What follows belongs to an exercise in optimizing a design on an open flow for a short achievable clock period and few clock cycles; a production flow would make more cautious choices. No functional check of the RTL was part of any run shown here. Power and IR drop assume default switching activity.

### flow/config.mk
export PLATFORM = sky130hd
export DESIGN_NAME = cpu_top
export DESIGN_NICKNAME = cpu_top
export VERILOG_FILES = /design/flow/design.v
export SDC_FILE = /design/flow/constraint.sdc
export NUM_CORES = 4
export LEC_CHECK = 0
export ABC_CLOCK_PERIOD_IN_PS = 2200
export CAP_MARGIN = 20
export CORE_MARGIN = 2
export CORE_UTILIZATION = 45
export SETUP_SLACK_MARGIN = 4.7
export SLEW_MARGIN = 20
### flow/constraint.sdc
create_clock -name core_clock -period 7.0 [get_ports {clk}]
set_input_delay 1.4000 -clock core_clock [delete_from_list [all_inputs] [get_ports {clk}]]
set_output_delay 1.4000 -clock core_clock [all_outputs]
set_load 0.01 [all_outputs]
### flow/design.v
`timescale 1ns/1ps
module fetch_decode #(
	parameter logic [31:0] RESET_PC = '0,
	parameter int DEPTH = 4
) (
	input logic clk,
	input logic rst_n,
	output logic fetch_ok,
	output logic [31:0] fetch_addr,
	input logic fetch_start,
	input logic fw_valid,
	input logic [31:0] fw_data,
	output logic ir_valid,
	output logic [2:0] ir_rd,
	output logic [7:1] ir_ra_oh,
	output logic [7:1] ir_rb_oh,
	output logic [7:1] ir_rd_oh,
	output logic [15:0] ir_imm,
	output logic [11:0] ir_dec,
	input logic issue
);
	localparam int PW = $clog2(DEPTH);
	localparam int CAP = DEPTH + 1;
	localparam int IW = 12 + 3 + 7 + 7 + 7 + 16;
	logic [31:0] pc;
	logic [CAP-1:0] cred;
	logic stop;
	logic [PW:0] cnt;
	logic [PW-1:0] rp, wp;
	logic [IW-1:0] bw [DEPTH];
	logic [IW-1:0] fw_pd;
	logic take;
	function automatic logic [7:1] onehot(input logic [2:0] r);
		for (int i = 1; i < 8; i++)
			onehot[i] = (r == 3'(i));
	endfunction
	function automatic logic [IW-1:0] predecode(input logic [31:0] w);
		logic [3:0] op;
		logic [2:0] rd;
		logic is_alu, is_sub, is_addi, is_ld, is_st, is_halt, writes;
		op = w[31:28];
		rd = w[26:24];
		is_alu = (op <= 4'h4);
		is_sub = (op == 4'h1);
		is_addi = (op == 4'h5);
		is_ld = (op == 4'h6) && (rd != 3'd0);
		is_st = (op == 4'h7);
		is_halt = (op == 4'hf);
		writes = (is_alu || is_addi || is_ld) && (rd != 3'd0);
		predecode = {
			(op == 4'h2) || (op == 4'h3) || (op == 4'h4),  
			is_halt,                                 
			is_st,                                   
			is_ld,                                   
			writes,                                  
			is_alu || is_st,                         
			is_alu || is_addi || is_ld || is_st,     
			is_alu,                                  
			(op == 4'h4),                            
			(op == 4'h3),                            
			(op == 4'h2),                            
			is_sub,                                  
			rd, onehot(w[22:20]), onehot(w[18:16]),
			writes ? onehot(rd) : 7'd0, w[15:0]};
	endfunction
	assign fw_pd = predecode(fw_data);
	assign fetch_addr = pc;
	assign fetch_ok = cred[0] && !stop;
	assign take = issue || !ir_valid;
	always_ff @(posedge clk) begin
		if (!rst_n) begin
			pc <= RESET_PC;
			cred <= '1;
			stop <= 1'b0;
			cnt <= '0;
			rp <= '0;
			wp <= '0;
			ir_valid <= 1'b0;
		end else begin
			if (fetch_start)
				pc <= pc + 32'd4;
			if (fetch_start && !issue)
				cred <= {1'b0, cred[CAP-1:1]};
			else if (!fetch_start && issue)
				cred <= {cred[CAP-2:0], 1'b1};
			if (fw_valid && fw_data[31:28] == 4'hf)
				stop <= 1'b1;
			if (fw_valid)
				wp <= (wp == PW'(DEPTH - 1)) ? '0 : wp + 1'b1;
			if (take && (cnt != '0 || fw_valid))
				rp <= (rp == PW'(DEPTH - 1)) ? '0 : rp + 1'b1;
			if (take) begin
				if (cnt != '0 && !fw_valid)
					cnt <= cnt - 1'b1;
			end else if (fw_valid) begin
				cnt <= cnt + 1'b1;
			end
			if (take)
				ir_valid <= (cnt != '0) || fw_valid;
		end
	end
	always_ff @(posedge clk) begin
		if (fw_valid)
			bw[wp] <= fw_pd;
		if (take)
			{ir_dec, ir_rd, ir_ra_oh, ir_rb_oh, ir_rd_oh, ir_imm} <= (cnt != '0) ? bw[rp] : fw_pd;
	end
endmodule
`timescale 1ns/1ps
module execute_unit #(
	parameter int DQ_DEPTH = 3
) (
	input logic clk,
	input logic rst_n,
	input logic ir_valid,
	input logic [2:0] ir_rd,
	input logic [7:1] ir_ra_oh,
	input logic [7:1] ir_rb_oh,
	input logic [7:1] ir_rd_oh,
	input logic [15:0] ir_imm,
	input logic [11:0] ir_dec,
	output logic issue,
	output logic [7:1] rd_a_oh,
	output logic [7:1] rd_b_oh,
	input logic [31:0] rd_a_data,
	input logic [31:0] rd_b_data,
	output logic wb_we,
	output logic [2:0] wb_rd,
	output logic [31:0] wb_data,
	input logic ld_valid,
	input logic [2:0] ld_rd,
	output logic data_ok,
	output logic data_write,
	output logic [31:0] data_addr,
	output logic [31:0] data_wdata,
	output logic [2:0] data_rd,
	input logic data_start,
	output logic halt_done
);
	localparam int QW = $clog2(DQ_DEPTH + 1);
	localparam int PW = (DQ_DEPTH > 1) ? $clog2(DQ_DEPTH) : 1;
	logic d_logic, d_sub, d_and, d_or, d_xor, d_breg, d_ura, d_urb, d_wr, d_ld, d_st, d_halt;
	logic hazard;
	logic halt_issued;
	logic [7:1] busy;
	logic [7:1] busy_ld;
	logic [7:1] pend, pend_n;
	logic room;
	logic ex_valid;
	logic [31:0] ex_a, ex_b, ex_wd;
	logic ex_cin;
	logic ex_sel_logic, ex_sel_and, ex_sel_or, ex_sel_xor;
	logic [2:0] ex_rd;
	logic [7:1] ex_rd_oh;
	logic ex_wr, ex_ld, ex_st, ex_halt;
	logic [16:0] lo;
	logic [15:0] h0, h1;
	logic [31:0] lg;
	logic wb_valid;
	logic [15:0] wb_lo, wb_h0, wb_h1;
	logic wb_c;
	logic [31:0] wb_wd;
	logic [7:1] wb_rd_oh;
	logic wb_wr, wb_ld, wb_st, wb_halt;
	logic [QW-1:0] dq_cnt, dq_cnt_n;
	logic [PW-1:0] dq_rp, dq_wp;
	logic dq_w [DQ_DEPTH];
	logic [31:0] dq_a [DQ_DEPTH];
	logic [31:0] dq_d [DQ_DEPTH];
	logic [2:0] dq_r [DQ_DEPTH];
	logic push;
	logic ex_mem_n, wb_mem_n;
	assign {d_logic, d_halt, d_st, d_ld, d_wr, d_urb, d_ura, d_breg, d_xor, d_or, d_and, d_sub} = ir_dec;
	assign rd_a_oh = ir_ra_oh;
	assign rd_b_oh = ir_rb_oh;
	assign hazard = (d_ura && |(ir_ra_oh & busy)) || (d_urb && |(ir_rb_oh & busy)) ||
		|(ir_rd_oh & busy_ld) || ((d_ld || d_st) && !room);
	assign issue = ir_valid && !halt_issued && !hazard;
	always_ff @(posedge clk) begin
		if (!rst_n) begin
			ex_valid <= 1'b0;
			wb_valid <= 1'b0;
			halt_issued <= 1'b0;
			halt_done <= 1'b0;
		end else begin
			ex_valid <= issue;
			wb_valid <= ex_valid;
			if (issue && d_halt)
				halt_issued <= 1'b1;
			if (wb_valid && wb_halt)
				halt_done <= 1'b1;
		end
	end
	always_ff @(posedge clk) begin
		ex_a <= rd_a_data;
		ex_b <= d_breg ? (d_sub ? ~rd_b_data : rd_b_data) : {{16{ir_imm[15]}}, ir_imm};
		ex_cin <= d_sub;
		ex_wd <= rd_b_data;
		ex_sel_logic <= d_logic;
		ex_sel_and <= d_and;
		ex_sel_or <= d_or;
		ex_sel_xor <= d_xor;
		ex_rd <= ir_rd;
		ex_rd_oh <= ir_rd_oh;
		ex_wr <= d_wr;
		ex_ld <= d_ld;
		ex_st <= d_st;
		ex_halt <= d_halt;
	end
	assign lo = {1'b0, ex_a[15:0]} + {1'b0, ex_b[15:0]} + {16'd0, ex_cin};
	assign h0 = ex_a[31:16] + ex_b[31:16];
	assign h1 = ex_a[31:16] + ex_b[31:16] + 16'd1;
	always_comb begin
		if (ex_sel_and) lg = ex_a & ex_b;
		else if (ex_sel_or) lg = ex_a | ex_b;
		else lg = ex_a ^ ex_b;
	end
	always_ff @(posedge clk) begin
		wb_lo <= ex_sel_logic ? lg[15:0] : lo[15:0];
		wb_h0 <= ex_sel_logic ? lg[31:16] : h0;
		wb_h1 <= ex_sel_logic ? lg[31:16] : h1;
		wb_c <= !ex_sel_logic && lo[16];
		wb_wd <= ex_wd;
		wb_rd <= ex_rd;
		wb_rd_oh <= ex_rd_oh;
		wb_wr <= ex_wr;
		wb_ld <= ex_ld;
		wb_st <= ex_st;
		wb_halt <= ex_halt;
	end
	assign wb_data = {wb_c ? wb_h1 : wb_h0, wb_lo};
	assign wb_we = wb_valid && wb_wr && !wb_ld;
	always_comb begin
		for (int i = 1; i < 8; i++)
			pend_n[i] = (pend[i] || (wb_valid && wb_ld && wb_rd_oh[i])) &&
				!(ld_valid && ld_rd == 3'(i));
	end
	always_ff @(posedge clk) begin
		if (!rst_n) begin
			pend <= '0;
			busy <= '0;
			busy_ld <= '0;
		end else begin
			pend <= pend_n;
			busy <= ({7{issue}} & ir_rd_oh) | ({7{ex_valid}} & ex_rd_oh) | pend_n;
			busy_ld <= ({7{issue && d_ld}} & ir_rd_oh) | ({7{ex_valid && ex_ld}} & ex_rd_oh) | pend_n;
		end
	end
	assign push = wb_valid && (wb_ld || wb_st);
	assign data_ok = (dq_cnt != '0);
	assign data_write = dq_w[dq_rp];
	assign data_addr = dq_a[dq_rp];
	assign data_wdata = dq_d[dq_rp];
	assign data_rd = dq_r[dq_rp];
	always_comb begin
		dq_cnt_n = dq_cnt;
		if (push && !data_start)
			dq_cnt_n = dq_cnt + 1'b1;
		else if (!push && data_start)
			dq_cnt_n = dq_cnt - 1'b1;
	end
	assign ex_mem_n = issue && (d_ld || d_st);
	assign wb_mem_n = ex_valid && (ex_ld || ex_st);
	always_ff @(posedge clk) begin
		if (!rst_n) begin
			dq_cnt <= '0;
			dq_rp <= '0;
			dq_wp <= '0;
			room <= 1'b1;
		end else begin
			dq_cnt <= dq_cnt_n;
			room <= ((QW+2)'(dq_cnt_n) + (QW+2)'(ex_mem_n) + (QW+2)'(wb_mem_n)) < (QW+2)'(DQ_DEPTH);
			if (push)
				dq_wp <= (dq_wp == PW'(DQ_DEPTH - 1)) ? '0 : dq_wp + 1'b1;
			if (data_start)
				dq_rp <= (dq_rp == PW'(DQ_DEPTH - 1)) ? '0 : dq_rp + 1'b1;
		end
	end
	always_ff @(posedge clk) begin
		if (push) begin
			dq_w[dq_wp] <= wb_st;
			dq_a[dq_wp] <= wb_data;
			dq_d[dq_wp] <= wb_wd;
			dq_r[dq_wp] <= wb_rd;
		end
	end
endmodule
`timescale 1ns/1ps
module reg_result (
	input logic clk,
	input logic rst_n,
	input logic [7:1] rd_a_oh,
	input logic [7:1] rd_b_oh,
	output logic [31:0] rd_a_data,
	output logic [31:0] rd_b_data,
	input logic ex_we,
	input logic [2:0] ex_rd,
	input logic [31:0] ex_data,
	input logic ld_we,
	input logic [2:0] ld_rd,
	input logic [31:0] ld_data
);
	logic [31:0] regs [1:7];
	logic [7:1] rv;
	always_comb begin
		rd_a_data = '0;
		rd_b_data = '0;
		for (int i = 1; i < 8; i++) begin
			rd_a_data = rd_a_data | (regs[i] & {32{rd_a_oh[i] && rv[i]}});
			rd_b_data = rd_b_data | (regs[i] & {32{rd_b_oh[i] && rv[i]}});
		end
	end
	for (genvar i = 1; i < 8; i++) begin : g_reg
		always_ff @(posedge clk) begin
			if (ld_we && ld_rd == 3'(i))
				regs[i] <= ld_data;
			else if (ex_we && ex_rd == 3'(i))
				regs[i] <= ex_data;
		end
		always_ff @(posedge clk) begin
			if (!rst_n)
				rv[i] <= 1'b0;
			else if ((ld_we && ld_rd == 3'(i)) || (ex_we && ex_rd == 3'(i)))
				rv[i] <= 1'b1;
		end
	end
endmodule
`timescale 1ns/1ps
module mem_bus_guard (
	input logic clk,
	input logic rst_n,
	input logic fetch_ok,
	input logic [31:0] fetch_addr,
	output logic fetch_start,
	input logic data_ok,
	input logic data_write,
	input logic [31:0] data_addr,
	input logic [31:0] data_wdata,
	input logic [2:0] data_rd,
	output logic data_start,
	output logic rq_valid,
	output logic rq_fetch,
	output logic [2:0] rq_rd,
	output logic [31:0] rq_data,
	output logic bus_free,
	output logic psel,
	output logic penable,
	output logic pwrite,
	output logic [31:0] paddr,
	output logic [31:0] pwdata,
	input logic [31:0] prdata,
	input logic pready
);
	logic done;
	logic free;
	logic start;
	logic cur_fetch;
	logic [2:0] cur_rd;
	assign done = penable && pready;
	assign free = !psel || done;
	assign start = free && (data_ok || fetch_ok);
	assign data_start = free && data_ok;
	assign fetch_start = free && !data_ok && fetch_ok;
	assign bus_free = free;
	always_ff @(posedge clk) begin
		if (!rst_n) begin
			psel <= 1'b0;
			penable <= 1'b0;
		end else if (start) begin
			psel <= 1'b1;
			penable <= 1'b0;
		end else if (done) begin
			psel <= 1'b0;
			penable <= 1'b0;
		end else if (psel) begin
			penable <= 1'b1;
		end
	end
	always_ff @(posedge clk) begin
		if (start) begin
			pwrite <= data_ok && data_write;
			paddr <= data_ok ? data_addr : fetch_addr;
			pwdata <= data_wdata;
			cur_fetch <= !data_ok;
			cur_rd <= data_rd;
		end
	end
	always_ff @(posedge clk) begin
		if (!rst_n)
			rq_valid <= 1'b0;
		else
			rq_valid <= done && !pwrite;
		rq_fetch <= cur_fetch;
		rq_rd <= cur_rd;
		rq_data <= prdata;
	end
endmodule
`timescale 1ns/1ps
module cpu_top #(
	parameter logic [31:0] RESET_PC = 32'h0000_0000
) (
	input logic clk,
	input logic rst_n,
	output logic halted,
	output logic psel,
	output logic penable,
	output logic pwrite,
	output logic [31:0] paddr,
	output logic [31:0] pwdata,
	input logic [31:0] prdata,
	input logic pready
);
	logic fetch_ok;
	logic [31:0] fetch_addr;
	logic fetch_start;
	logic data_ok;
	logic data_write;
	logic [31:0] data_addr;
	logic [31:0] data_wdata;
	logic [2:0] data_rd;
	logic data_start;
	logic rq_valid;
	logic rq_fetch;
	logic [2:0] rq_rd;
	logic [31:0] rq_data;
	logic bus_free;
	logic ir_valid;
	logic [2:0] ir_rd;
	logic [7:1] ir_ra_oh, ir_rb_oh, ir_rd_oh;
	logic [15:0] ir_imm;
	logic [11:0] ir_dec;
	logic issue;
	logic [7:1] rd_a_oh, rd_b_oh;
	logic [31:0] rd_a_data, rd_b_data;
	logic wb_we;
	logic [2:0] wb_rd;
	logic [31:0] wb_data;
	logic halt_done;
	fetch_decode #(
		.RESET_PC(RESET_PC)
	) i_fetch_decode (
		.clk(clk),
		.rst_n(rst_n),
		.fetch_ok(fetch_ok),
		.fetch_addr(fetch_addr),
		.fetch_start(fetch_start),
		.fw_valid(rq_valid && rq_fetch),
		.fw_data(rq_data),
		.ir_valid(ir_valid),
		.ir_rd(ir_rd),
		.ir_ra_oh(ir_ra_oh),
		.ir_rb_oh(ir_rb_oh),
		.ir_rd_oh(ir_rd_oh),
		.ir_imm(ir_imm),
		.ir_dec(ir_dec),
		.issue(issue)
	);
	execute_unit i_execute_unit (
		.clk(clk),
		.rst_n(rst_n),
		.ir_valid(ir_valid),
		.ir_rd(ir_rd),
		.ir_ra_oh(ir_ra_oh),
		.ir_rb_oh(ir_rb_oh),
		.ir_rd_oh(ir_rd_oh),
		.ir_imm(ir_imm),
		.ir_dec(ir_dec),
		.issue(issue),
		.rd_a_oh(rd_a_oh),
		.rd_b_oh(rd_b_oh),
		.rd_a_data(rd_a_data),
		.rd_b_data(rd_b_data),
		.wb_we(wb_we),
		.wb_rd(wb_rd),
		.wb_data(wb_data),
		.ld_valid(rq_valid && !rq_fetch),
		.ld_rd(rq_rd),
		.data_ok(data_ok),
		.data_write(data_write),
		.data_addr(data_addr),
		.data_wdata(data_wdata),
		.data_rd(data_rd),
		.data_start(data_start),
		.halt_done(halt_done)
	);
	reg_result i_reg_result (
		.clk(clk),
		.rst_n(rst_n),
		.rd_a_oh(rd_a_oh),
		.rd_b_oh(rd_b_oh),
		.rd_a_data(rd_a_data),
		.rd_b_data(rd_b_data),
		.ex_we(wb_we),
		.ex_rd(wb_rd),
		.ex_data(wb_data),
		.ld_we(rq_valid && !rq_fetch),
		.ld_rd(rq_rd),
		.ld_data(rq_data)
	);
	mem_bus_guard i_mem_bus_guard (
		.clk(clk),
		.rst_n(rst_n),
		.fetch_ok(fetch_ok),
		.fetch_addr(fetch_addr),
		.fetch_start(fetch_start),
		.data_ok(data_ok),
		.data_write(data_write),
		.data_addr(data_addr),
		.data_wdata(data_wdata),
		.data_rd(data_rd),
		.data_start(data_start),
		.rq_valid(rq_valid),
		.rq_fetch(rq_fetch),
		.rq_rd(rq_rd),
		.rq_data(rq_data),
		.bus_free(bus_free),
		.psel(psel),
		.penable(penable),
		.pwrite(pwrite),
		.paddr(paddr),
		.pwdata(pwdata),
		.prdata(prdata),
		.pready(pready)
	);
	always_ff @(posedge clk) begin
		if (!rst_n)
			halted <= 1'b0;
		else if (halt_done && !data_ok && bus_free)
			halted <= 1'b1;
	end
endmodule
### flow/run.sh
#!/bin/bash
# synth_recipe.tcl (not shown) runs the flow's synth.tcl, then flattens the netlist and writes it again
# the make line also repeats each setting of config.mk as NAME=value (left out here)
make -C /OpenROAD-flow-scripts/flow DESIGN_CONFIG=/design/flow/config.mk WORK_HOME=/design/flow/orfs CLKGATE_MAP_FILE= SYNTH_SCRIPT=/design/flow/synth_recipe.tcl finish
==> results.yml, run 1 <==
power_and_ir_drop:
  switching_share_pct: 30.8
  clkPwrFrac_pct: 32.0
  seqPwrFrac_pct: 43.6
  cellLeakagePower_uw: 0.0193
  p_sw_uw: 6170
  pwr_density_cell_nw_per_um2: 384
  comb_power_share_pct: 24.3
  intPower_uw: 13900
  max-vdd-ir-drop_v: 0.000270
worst_setup_path:
  r2r-end: "i_execute_unit.wb_h1[14]"
  cp_max_fo: 3
  critPathKind: "flop to flop"
  cp-start-kind: "flop"
  cp.required_ns: 7.64
  worstReg2RegStart: "i_execute_unit.ex_a[16]"
  cp.arrival_ns: 3.65
  rrSetupSlack_ns: 3.98
  end_kind: "flop"
  r2r_cells: 11
  crit_path_start: "i_execute_unit.ex_a[16]"
timing:
  setup_ws_ns: 3.98
  drv_slew: 0
  fin_crit_ns: 3.02
  skew_ns: 0.0333
  worst_hold_slack_ns: 0.320
  rsz0062_at_grt: "true"
  finalCritPeriodShare_pct: 43.1
  relSlewSlack_pct: 21.2
  tns_ns: 0
  worst_slew_pin_slew_ns: 1.18
  finalSetupViolCount: 0
  fmax_mhz: 332
  hold_viol: 0
yosys:
  ys.flop_type: "edfxtp_1"
  synthMuxAreaShare_pct: 5.54
  synth_seq_cells: 1088
  synth_cell_type_count: 72
  synth_top_family_by_area: "simple AND/OR/NAND/NOR gates"
  ys_async_sr_fraction_pct: 0
  netlist.area_leader.share_pct: 50.7
  synth_edf_count: 752
  syn-instance-count: 3707
  syn_area_per_cell_um2: 12.0
  yosys.area_share.xor_xnor_pct: 1.87
  synth_compound_area_share_pct: 9.43
  synth_nets: 3822
  ys_seq_area_share_pct: 65.8
  yosysTopAreaCell: "edfxtp_1"
  synth_simple_gate_area_share_pct: 11.7
  ys.warnings.count: 6
  synth_area_leaders: "edfxtp_1 51%, dfxtp_1 15%, nand2_1 5.7%"
  synth_fa_ha_area_share_pct: 2.38
  syn_area_um2: 44500
final_layout:
  areaGrowthSynthToFinish_pct: 17.3
  design_area_um2: 52300
  n_antenna_cell: 0
  final-seq-area_um2: 29400
  multi_input_area_um2: 14700
  nFillCells: 8241
  drive_above_1_share_pct: 17.0
  final_nets: 3921
route:
  postRouteAntennaNets: 0
  drcViolationCount: 0
  wl_per_cell_um: 23.9
  first_pass_iters: 7
  wl_um: 124000
  drt_iter0_drc: 3474
  dr_total_vias: 29500
  vias_per_cell: 5.68
grt:
  grt_use_total_pct: 24.0
  grt_pass1_wl_um: 182000
  grt_max_degree: 78
  grt-ovfl-total: 0
  antenna_found_initial: 9
  grt_pass1_vias: 28400
floorplanning:
  chipHeight_um: 319
  rows: 115
  start_util_pct: 45.3
  coreArea_um2: 98300
  dieArea_um2: 102000
  io_pins: 103
  die_w_um: 319
placed_design:
  placed_area_um2: 47000
  dpl.hpwl_um: 71400
  gp_congestion: 0.825
  pre_cts_ws_ns: 3.16
  port_buffers: 102
outcome:
  status: "timing/DRC/antenna clean"
clock_network:
  clk_path_buf_depth: 3
  clkLatencyLatePin_ns: 0.73
  numClockSinks: 1088
  cts_buffers: 111
  hold_buffers: 0
  clk_pin_slew_ns: 0.06
  cts_tree: "yes"
  htree_levels: 3
  cts_root_buf: "clkbuf_16"
worst_hold_path:
  min_from: "i_execute_unit.ex_wd[0]"
  holdPathEnd: "i_execute_unit.wb_wd[0]"
  hp-class: "flop to flop"
  whs_path_depth: 0
run:
  drv_cap: 0
[cell families after synthesis]
logic type / after synthesis
simple gates: 1224
flops: 1088
compound gates: 667
buf+inv: 372
mux: 179
xor+xnor: 95
fa+ha+maj: 82
[per-stage QoR]
stage | power, µW | std cells | utilization (%)
finish | 20100 | 5192 | 53.2
global route | 21000 | 5192 | 53.2
CTS | 19800 | 5165 | 52.5
detailed placement | 13200 | 4906 | 47.8
global placement | 13100 | 4906 | 47.8
floorplan | 11600 | 3707 | -
[state kept, by name (all words and copies together), names as in the netlist, 11 cells and up, named ones only]
name and cells:
i_execute_unit.wb_h1 16, i_execute_unit.wb_wd 32, i_fetch_decode.ir_dec 11, i_reg_result.regs 224, i_execute_unit.ex_b 32, i_mem_bus_guard.pwdata 32
i_fetch_decode.bw 204, i_mem_bus_guard.paddr 32, i_execute_unit.dq_a 96, i_execute_unit.wb_h0 16, i_mem_bus_guard.rq_data 32, i_execute_unit.ex_a 32
i_execute_unit.wb_lo 16, i_execute_unit.ex_wd 32, i_fetch_decode.pc 30, i_execute_unit.dq_d 96, i_fetch_decode.ir_imm 16
[worst max-delay path, cell delays in order (launching register included)]
cell and delay (ns):
dfxtp_2 0.35, ha_4 0.14, inv_2 0.04, fa_2 0.35, and2b_2 0.30, o22ai_4 0.09
xnor2_2 0.16, or3_4 0.35, or4_4 0.47, nor4_4 0.15, or4b_4 0.48, o211ai_2 0.08
[synthesized netlist by cell type (all sizes together) (3+ instances only)]
cell type / count
buf: 38
o2111ai: 3
ha: 75
a311oi: 3
inv: 124
nand3b: 3
and3: 27
clkinv: 3
clkbuf: 207
a22oi: 188
mux2: 31
a21o: 24
and2: 25
o21a: 6
dfxtp: 336
mux4: 51
nor3: 35
edfxtp: 752
nor2b: 13
xnor2: 32
nor3b: 11
a221oi: 16
a31oi: 10
nor4: 7
or3: 11
a211oi: 12
nor2: 289
o31ai: 8
xor2: 63
o311ai: 4
nand2b: 12
a21oi: 196
nand3: 42
nand2: 674
fa: 5
or2: 4
nand4: 63
o211ai: 6
a222oi: 13
a21boi: 4
mux2i: 97
o21ai: 158
[power groups by stage]
stage / combinational, µW / clock, µW / sequential [µW]
2_1_floorplan: 3060 / 0 / 8500
3_3_place_gp: 4270 / 0 / 8840
3_5_place_dp: 4320 / 0 / 8860
4_1_cts: 4580 / 6520 / 8730
5_1_grt: 5330 / 6780 / 8840
6_report: 4880 / 6430 / 8750
[routing by layer]
metal / up-vias / GRT usage, % / routed length, µm
met5: - / 0 / 38
li1: 13500 / - / -
met4: 6 / 8.82 / 4290
met2: 1463 / 37.6 / 56400
met1: 14300 / 32.8 / 51400
met3: 250 / 5.18 / 12100
[timing repair]
item / CTS / global route
hold endpoints to repair: 0 / 0
cloned: 6 / 3
pin swaps: 34 / 34
setup buffers: 41 / 24
endpoints found under the setup margin: 796 / 354
resized for setup: 387 / 77
[worst max-delay path by stage]
stage,end,cells after the start
after floorplan,i_mem_bus_guard.cur_fetch,2
after global placement,i_fetch_decode.pc[28],9
after detailed placement,i_fetch_decode.pc[28],9
after CTS,i_execute_unit.wb_h1[14],11
after global routing,i_execute_unit.room,12
final,i_execute_unit.wb_h1[14],11
[cell type report]
type	instances	share of cell area (%)
clock buffers	148	6.22
clock inverters	64	1.56
inverters	127	0.962
multi-input cells	2247	28.1
flip-flops and latches	1088	56.2
well taps	1287	3.08
repair buffers	231	3.86
[placed cells by master (no fill, tap or decap), types with 33 or more instances in the layout]
master	synthesis	layout
ha_1	75	64
dfxtp_1	336	303
clkdlybuf4s50_1	0	33
nand3_1	42	34
mux2i_1	97	91
inv_1	123	112
nor2_1	289	281
a21oi_1	196	187
o21ai_0	157	136
mux4_2	51	51
clkbuf_16	0	125
buf_2	4	66
xor2_1	63	61
edfxtp_1	752	752
nand2_1	674	668
buf_4	17	90
a22oi_1	188	187
nand4_1	63	63
==> inputs of run 2 (changes only) <==
==> flow/config.mk (replaced) <==
export PLATFORM = sky130hd
export DESIGN_NAME = cpu_top
export DESIGN_NICKNAME = cpu_top
export VERILOG_FILES = /design/flow/design.v
export SDC_FILE = /design/flow/constraint.sdc
export NUM_CORES = 4
export LEC_CHECK = 0
export ABC_CLOCK_PERIOD_IN_PS = 2500
export CAP_MARGIN = 20
export CORE_MARGIN = 2
export CORE_UTILIZATION = 40
export SETUP_SLACK_MARGIN = 4.5
export SLEW_MARGIN = 20
==> run 2 against run 1 <==
Synthesized area is the same. Count of clock-buffer cells in the layout shrank 2. Clock power shrank 2%. Largest cell class unchanged. Final area shrank 0.33%.
==> results.yml, run 2 <==
outcome:
  status: "timing/DRC/antenna clean"
grt:
  grt-ovfl-total: 0
  antenna_found_initial: 6
  grt_max_degree: 78
  grt_pass1_vias: 28200
  grt_use_total_pct: 21.3
  grt_pass1_wl_um: 181000
route:
  postRouteAntennaNets: 0
  vias_per_cell: 5.46
  drt_iter0_drc: 3076
  wl_um: 123000
  wl_per_cell_um: 22.8
  drcViolationCount: 0
  first_pass_iters: 6
  dr_total_vias: 29400
timing:
  fmax_mhz: 330
  fin_crit_ns: 3.03
  drv_slew: 0
  relSlewSlack_pct: 19.2
  worst_slew_pin_slew_ns: 1.21
  tns_ns: 0
  setup_ws_ns: 3.97
  hold_viol: 0
  skew_ns: 0.0380
  finalSetupViolCount: 0
  finalCritPeriodShare_pct: 43.3
  rsz0062_at_grt: "true"
clock_network:
  clk_path_buf_depth: 3
  cts_buffers: 113
  hold_buffers: 0
  cts_root_buf: "clkbuf_16"
  clk_pin_slew_ns: 0.06
  cts_tree: "yes"
  clkLatencyLatePin_ns: 0.74
  numClockSinks: 1088
  htree_levels: 3
power_and_ir_drop:
  cellLeakagePower_uw: 0.0191
  max-vdd-ir-drop_v: 0.000283
  pwr_density_cell_nw_per_um2: 378
worst_hold_path:
  hp-class: "flop to flop"
worst_setup_path:
  critPathKind: "flop to flop"
  crit_slowest_cell: "or4b_4"
  end_kind: "flop"
  crit_path_start: "i_execute_unit.ex_a[16]"
  crit_path_cell_trace: "ha_4 -> inv_2 -> fa_2 -> and2b_2 -> o22ai_4 -> xnor2_2 -> or3_4 -> or4_4 -> nor4_4 -> or4b_4 -> o211ai_2"
  rrSetupSlack_ns: 3.97
  r2r-end: "i_execute_unit.wb_h1[14]"
  worstReg2RegStart: "i_execute_unit.ex_a[16]"
  cp-start-kind: "flop"
  critPathMaxStageDelay_ns: 0.49
  r2r_cells: 11
  critPathCapture: "i_execute_unit.wb_h1[14]"
  cp_max_fo: 3
  cp.arrival_ns: 3.68
  cp.required_ns: 7.64
yosys:
  synth_nets: 3822
  synth_area_leaders: "edfxtp_1 51%, dfxtp_1 15%, nand2_1 5.7%"
  synthTopCellsByCount: "752 x edfxtp_1, 674 x nand2_1, 336 x dfxtp_1"
  ys_async_sr_fraction_pct: 0
  ys.warnings.count: 6
  synth.most_common_cell: "edfxtp_1"
  ys_seq_area_share_pct: 65.8
  syn_area_per_cell_um2: 12.0
  syn-instance-count: 3707
  syn_area_um2: 44500
  yosysTopAreaCell: "edfxtp_1"
  synth_cell_type_count: 72
  ys.flop_type: "edfxtp_1"
  synth_seq_cells: 1088
  netlist.area_leader.share_pct: 50.7
  synth_edf_count: 752
floorplanning:
  coreArea_um2: 111000
  chipHeight_um: 338
  dieArea_um2: 114000
  rows: 122
  start_util_pct: 40.3
  io_pins: 103
  die_w_um: 338
placed_design:
  dpl.hpwl_um: 71000
  port_buffers: 102
  pre_cts_ws_ns: 3.08
  gp_congestion: 0.847
final_layout:
  final_nets: 3915
  top_regs: "i_reg_result.regs: 224 flops, i_fetch_decode.bw: 204 flops"
  layout_common_cells: "752 x edfxtp_1, 668 x nand2_1, 313 x dfxtp_1, 282 x nor2_1, 190 x a21oi_1"
  regMostFlops: "i_reg_result.regs"
  largest_register_ffs: 224
  drive_above_1_share_pct: 15.9
  n_antenna_cell: 0
  areaGrowthSynthToFinish_pct: 16.9
  layout_commonest_cell: "edfxtp_1"
run:
  drv_cap: 0
==> run 2: cell counts after synthesis <==
Identical to the previous run, type by type.
==> run 2: worst min-delay path by stage <==
stage               slack [ns]                        to  cells past startpoint                     start
floorplan                 0.31    i_execute_unit.wb_halt                      0    i_execute_unit.ex_halt
global placement          0.31  i_execute_unit.wb_wd[22]                      0  i_execute_unit.ex_wd[22]
detailed placement        0.31  i_execute_unit.wb_wd[13]                      0  i_execute_unit.ex_wd[13]
CTS                       0.32    i_execute_unit.wb_halt                      0    i_execute_unit.ex_halt
global route              0.33    i_execute_unit.wb_halt                      0    i_execute_unit.ex_halt
finish                    0.32    i_execute_unit.wb_halt                      0    i_execute_unit.ex_halt
==> run 2: worst max-delay path: cells and delay by family, from the launching register on <==
| kind | cells | cell delay, ns |
|---|---|---|
| and+or+nand+nor | 5 | 1.76 |
| buffers and inverters | 1 | 0.04 |
| AOI/OAI and AO/OA | 2 | 0.17 |
| xor gates and xnor gates | 1 | 0.14 |
| DFF | 1 | 0.35 |
| adders and majority gates | 2 | 0.50 |
==> run 2: cell families after synthesis <==
logic type,synth area share (%)
buf+inv,3.29
xor+xnor,1.87
fa+ha+maj,2.38
mux,5.54
simple gates,11.7
flops,65.8
compound gates,9.43
==> run 2: through the flow <==
stage / cell area, µm² / cells / hold WS (ns) / utilization, % / total power, µW
final: 52100 / 5389 / 0.325 / 47.1 / 19700
after global placement: 47100 / 5114 / 0.311 / 42.6 / 13000
after CTS: 51500 / 5366 / 0.324 / 46.6 / 19600
after global routing: 52100 / 5389 / 0.327 / 47.1 / 20600
after floorplan: 44600 / 3707 / 0.310 / - / 11500
after detailed placement: 47100 / 5114 / 0.312 / 42.6 / 13100
==> run 2: area by class of cell <==
cell class,instances,area (µm²)
clock buffer,146,3210
tap,1488,1860
sequential,1088,29300
multi-input combinational,2247,14500
inverter,127,494
clock inverter,70,783
timing repair buffer,223,1910
fill,9764,58400
==> run 2: metal layers <==
layer | up-vias | track usage [%] | wire, µm
met2 | 1358 | 33.1 | 55300
met3 | 260 | 4.93 | 12200
met4 | 0 | 8.36 | 4500
met1 | 14300 | 29.0 | 50800
met5 | - | 0 | 0
li1 | 13500 | - | -
==> run 2: repair_timing <==
action | 4_1_cts | 5_1_grt
pin swaps | 36 | 31
hold endpoints to repair | 0 | 0
gates cloned | 4 | 3
endpoints found under the setup margin | 544 | 433
resized for setup | 377 | 84
buffers inserted | 32 | 19
==> run 2: power by group <==
group          internal (µW)  total [µW]  switching, µW
Sequential              8030        8700            676
Combinational           1940        4740           2810
Clock                   3640        6270           2630
Total                  13600       19700           6110

-- what the ideal ports hide --
Ports are ideal in the flow. The routed layouts listed here were re-timed in OpenROAD.
Step 1 sets driving cells, clkbuf_16 on the clock port and buf_2 on the other inputs (assumed; they add their load-dependent delay and slew).
Step 2 times the ports against the registers' clock, not the clock port: input delays grow and output delays shrink by t, the midpoint of the rising clock arrivals with the driver on.
Three values: no drivers, after step 1, after step 2; two values: the first two.
run	t (ns)	setup WS [ns]	hold WS [ns]	cell pins on the clock port's net
run 1	0.782	3.985 / 3.985 / 3.673	0.320 / 0.320 / 0.320	1
run 2	0.786	3.967 / 3.967 / 3.717	0.325 / 0.325 / 0.325	1
After both steps every run listed still meets setup and hold. The setup slack of run 1, which loses most, moves by 0.000 ns with the drivers and by -0.312 ns with both steps.
